Source: an optimization exercise on an open RTL-to-GDS flow (aim: small area, a short achievable clock period and few clock cycles). Production flows keep margins and buffers that such runs may drop. RTL that was checked went through simulation tests only; none was proved equivalent to the original. No activity file was given, so power comes from the tool's default toggle rates.

// sparse_fmap_loader
module sparse_fmap_loader (
    input  logic                         clk,
    input  logic                         rst_n,
    input  logic                         start,
    input  fmap_pkg::mem_addr_t          cfg_read_addr,
    input  fmap_pkg::dim_t               cfg_width,
    input  fmap_pkg::dim_t               cfg_height,
    input  fmap_pkg::fmap_cnt_t          cfg_num_fmap,
    output logic                         mem_req,
    output fmap_pkg::mem_addr_t          mem_addr,
    output logic [fmap_pkg::LEN_W-1:0]   mem_len,
    input  logic                         mem_grant,
    input  fmap_pkg::mem_word_t          mem_din,
    input  logic                         mem_vld,
    input  logic                         mem_fin,
    output logic                         px_req,
    input  logic                         px_grant,
    output fmap_pkg::px_addr_t           px_addr,
    output logic                         px_wr_vld,
    output fmap_pkg::pixel_t             px_dout,
    output logic                         track_write,
    output fmap_pkg::px_addr_t           track_din,
    output logic                         busy,
    output logic                         done
);
Size: roughly 1500 cells after synthesis, ~480 flip-flops, ~0.021 mm² of cells after synthesis.
==> flow/config.mk <==
export PLATFORM = sky130hd
export DESIGN_NAME = sparse_fmap_loader
export DESIGN_NICKNAME = sparse_fmap_loader
export VERILOG_FILES = /design/flow/design.v
export SDC_FILE = /design/flow/constraint.sdc
export NUM_CORES = 4
export LEC_CHECK = 0
export CAP_MARGIN = 20
export CORE_MARGIN = 2
export CORE_UTILIZATION = 60
export CTS_CLUSTER_DIAMETER = 100
export CTS_CLUSTER_SIZE = 25
export SETUP_SLACK_MARGIN = 3.5
export SLEW_MARGIN = 20
export BUFFER_PORTS_ARGS = -buffer_cell sky130_fd_sc_hd__buf_1
==> flow/constraint.sdc <==
create_clock -name core_clock -period 5.5 [get_ports {clk}]
set_input_delay 1.1000 -clock core_clock [delete_from_list [all_inputs] [get_ports {clk}]]
set_output_delay 1.1000 -clock core_clock [all_outputs]
set_load 0.01 [all_outputs]
standard.sh (not shown) runs the stock make flow with config.mk's settings and CLKGATE_MAP_FILE= SYNTH_SCRIPT=/design/flow/synth_recipe.tcl, a recipe that flattens the netlist after the stock synthesis.
==> flow/flow/run.sh <==
#!/bin/bash
set -euo pipefail
echo 'export BUFFER_PORTS_ARGS = -buffer_cell sky130_fd_sc_hd__buf_1' >> config.mk
bash standard.sh > standard.log 2>&1
The starting point finished with timing, DRC and antenna clean.
Edit:
SETUP_SLACK_MARGIN = 3.3   (was 3.5)
Effect:
- global-route usage is lower by 0.15 points
- core utilization is lower by 2.5 points
- via count is lower by a few percent
- design area is lower by a few percent
- sequential power hardly moves
- combinational power is lower by roughly a tenth
- power is lower by a few percent
- fmax is lower by a few percent
- synthesized area is unchanged
- non-clock buffer count is lower by 23
Function was not checked in any run of this note: the RTL went through the layout flow alone.

Another version of the RTL of sparse_fmap_loader (not shown whole).
Size: ~470 flip-flops, ~200 I/O pins.
export LEC_CHECK = 0
export CAP_MARGIN = 20
export CORE_MARGIN = 2
export CORE_UTILIZATION = 40
export SETUP_SLACK_MARGIN = 2.7
export SLEW_MARGIN = 20
export BUFFER_PORTS_ARGS = -buffer_cell sky130_fd_sc_hd__buf_1
create_clock -name core_clock -period 5.5 [get_ports {clk}]
Scripts as last shown in full above: flow/flow/run.sh
The starting point went through all stages and came out clean.
Next try:
--- a/flow/config.mk
+++ b/flow/config.mk
@@ -10,3 +10,3 @@
 export CORE_UTILIZATION = 40
-export SETUP_SLACK_MARGIN = 2.7
+export SETUP_SLACK_MARGIN = 3.0
 export SLEW_MARGIN = 20
After rerunning: Setup slack barely changes; wire length rose by 0.35%; hold slack gets better by 0.0091 ns; critical path depth stays the same; total power rose by 0.41%; clock power fell by about 5%; first-iteration DRC count fell by 2.2%; die area is unchanged.
No run of this note included a check of the RTL's function; only the layout flow was run.

sparse_fmap_loader, a different RTL version from the one above (not shown whole).
Size: ~1500 cells after synthesis, roughly 480 flip-flops, roughly 200 I/O pins, ~0.021 sq mm of cells after synthesis.
==> flow/config.mk <==
export PLATFORM = sky130hd
export DESIGN_NAME = sparse_fmap_loader
export DESIGN_NICKNAME = sparse_fmap_loader
export VERILOG_FILES = /design/flow/design.v
export SDC_FILE = /design/flow/constraint.sdc
export NUM_CORES = 4
export LEC_CHECK = 0
export CAP_MARGIN = 20
export CORE_MARGIN = 2
export CORE_UTILIZATION = 60
export CTS_CLUSTER_DIAMETER = 100
export CTS_CLUSTER_SIZE = 25
export SETUP_SLACK_MARGIN = 3.0
export SLEW_MARGIN = 20
export BUFFER_PORTS_ARGS = -buffer_cell sky130_fd_sc_hd__buf_1
==> flow/constraint.sdc <==
create_clock -name core_clock -period 5.5 [get_ports {clk}]
set_input_delay 1.1000 -clock core_clock [delete_from_list [all_inputs] [get_ports {clk}]]
set_output_delay 1.1000 -clock core_clock [all_outputs]
set_load 0.01 [all_outputs]
Scripts as last shown in full above: flow/flow/run.sh
Testbench counts at the start, summed over its fixed seeds: cycles 40,856.
Next try:
--- a/flow/config.mk
+++ b/flow/config.mk
@@ -10 +10 @@
-export CORE_UTILIZATION = 60
+export CORE_UTILIZATION = 75
@@ -13 +13 @@
-export SETUP_SLACK_MARGIN = 3.0
+export SETUP_SLACK_MARGIN = 3.3
What happened: Clock power hardly moves. Count of clock-buffer cells in the layout is unchanged. Worst hold slack improves by 6.3 ps.
Next try:
--- a/flow/config.mk
+++ b/flow/config.mk
@@ -10,4 +10,4 @@
-export CORE_UTILIZATION = 75
-export CTS_CLUSTER_DIAMETER = 100
-export CTS_CLUSTER_SIZE = 25
-export SETUP_SLACK_MARGIN = 3.3
+export CORE_UTILIZATION = 60
+export CTS_CLUSTER_DIAMETER = 70
+export CTS_CLUSTER_SIZE = 30
+export SETUP_SLACK_MARGIN = 3.0
Effect: Core utilization goes down by 18 points; sequential share of layout area goes up by 0.59 points; wire length goes down by 1.9%; die area goes up by 24%; area after synthesis stays the same; cell count goes up by 2.7%; first-iteration DRC count goes down by 45%.
Next try:
--- a/flow/config.mk
+++ b/flow/config.mk
@@ -11,3 +11,3 @@
-export CTS_CLUSTER_DIAMETER = 70
-export CTS_CLUSTER_SIZE = 30
-export SETUP_SLACK_MARGIN = 3.0
+export CTS_CLUSTER_DIAMETER = 100
+export CTS_CLUSTER_SIZE = 25
+export SETUP_SLACK_MARGIN = 3.3
The changed run passed the timing, DRC and antenna checks.
Global-route usage drops by 0.40 points.
Count of clock-buffer cells in the layout climbs by 10.
Wire length hardly moves.
Worst setup slack gets better by 200 ps.
Final area climbs by 2.4%.
Die area is unchanged.
Area after synthesis does not change.

what the ideal ports hide:
In the flow no input, the clock included, has a driving cell. The finished layouts below were timed again as built, in two steps. Step 1 assumes that a clkbuf_16 drives the clock port and a buf_2 every other input. Step 2 times the ports against the registers' clock, not the clock port: input delays grow and output delays shrink by t, the midpoint of the rising clock arrivals with the driver on. Slacks: ideal / step 1 / step 2; pairs: ideal / step 1.
run | shift t [ns] | setup WS [ns] | slew at the worst register clock pin (ns) | pins driven straight from the clock port
the first run of note 1 | 0.611 | 3.220 / 3.165 / 2.880 | 0.10 / 0.10 | 1
the second run of note 1 | 0.611 | 3.174 / 3.154 / 2.716 | 0.10 / 0.10 | 1
the first run of note 2 | 0.655 | 2.554 / 2.554 / 2.445 | 0.07 / 0.07 | 1
the second run of note 2 | 0.651 | 2.555 / 2.555 / 2.460 | 0.07 / 0.07 | 1
the first run of note 3 | 0.613 | 3.065 / 3.013 / 2.582 | 0.10 / 0.10 | 1
the second run of note 3 | 0.599 | 3.253 / 3.199 / 2.716 | 0.10 / 0.10 | 1
the third run of note 3 | 0.633 | 3.056 / 3.001 / 2.519 | 0.11 / 0.11 | 1
the fourth run of note 3 | 0.610 | 3.251 / 3.200 / 2.720 | 0.11 / 0.11 | 1
After both steps every run listed still meets setup and hold.
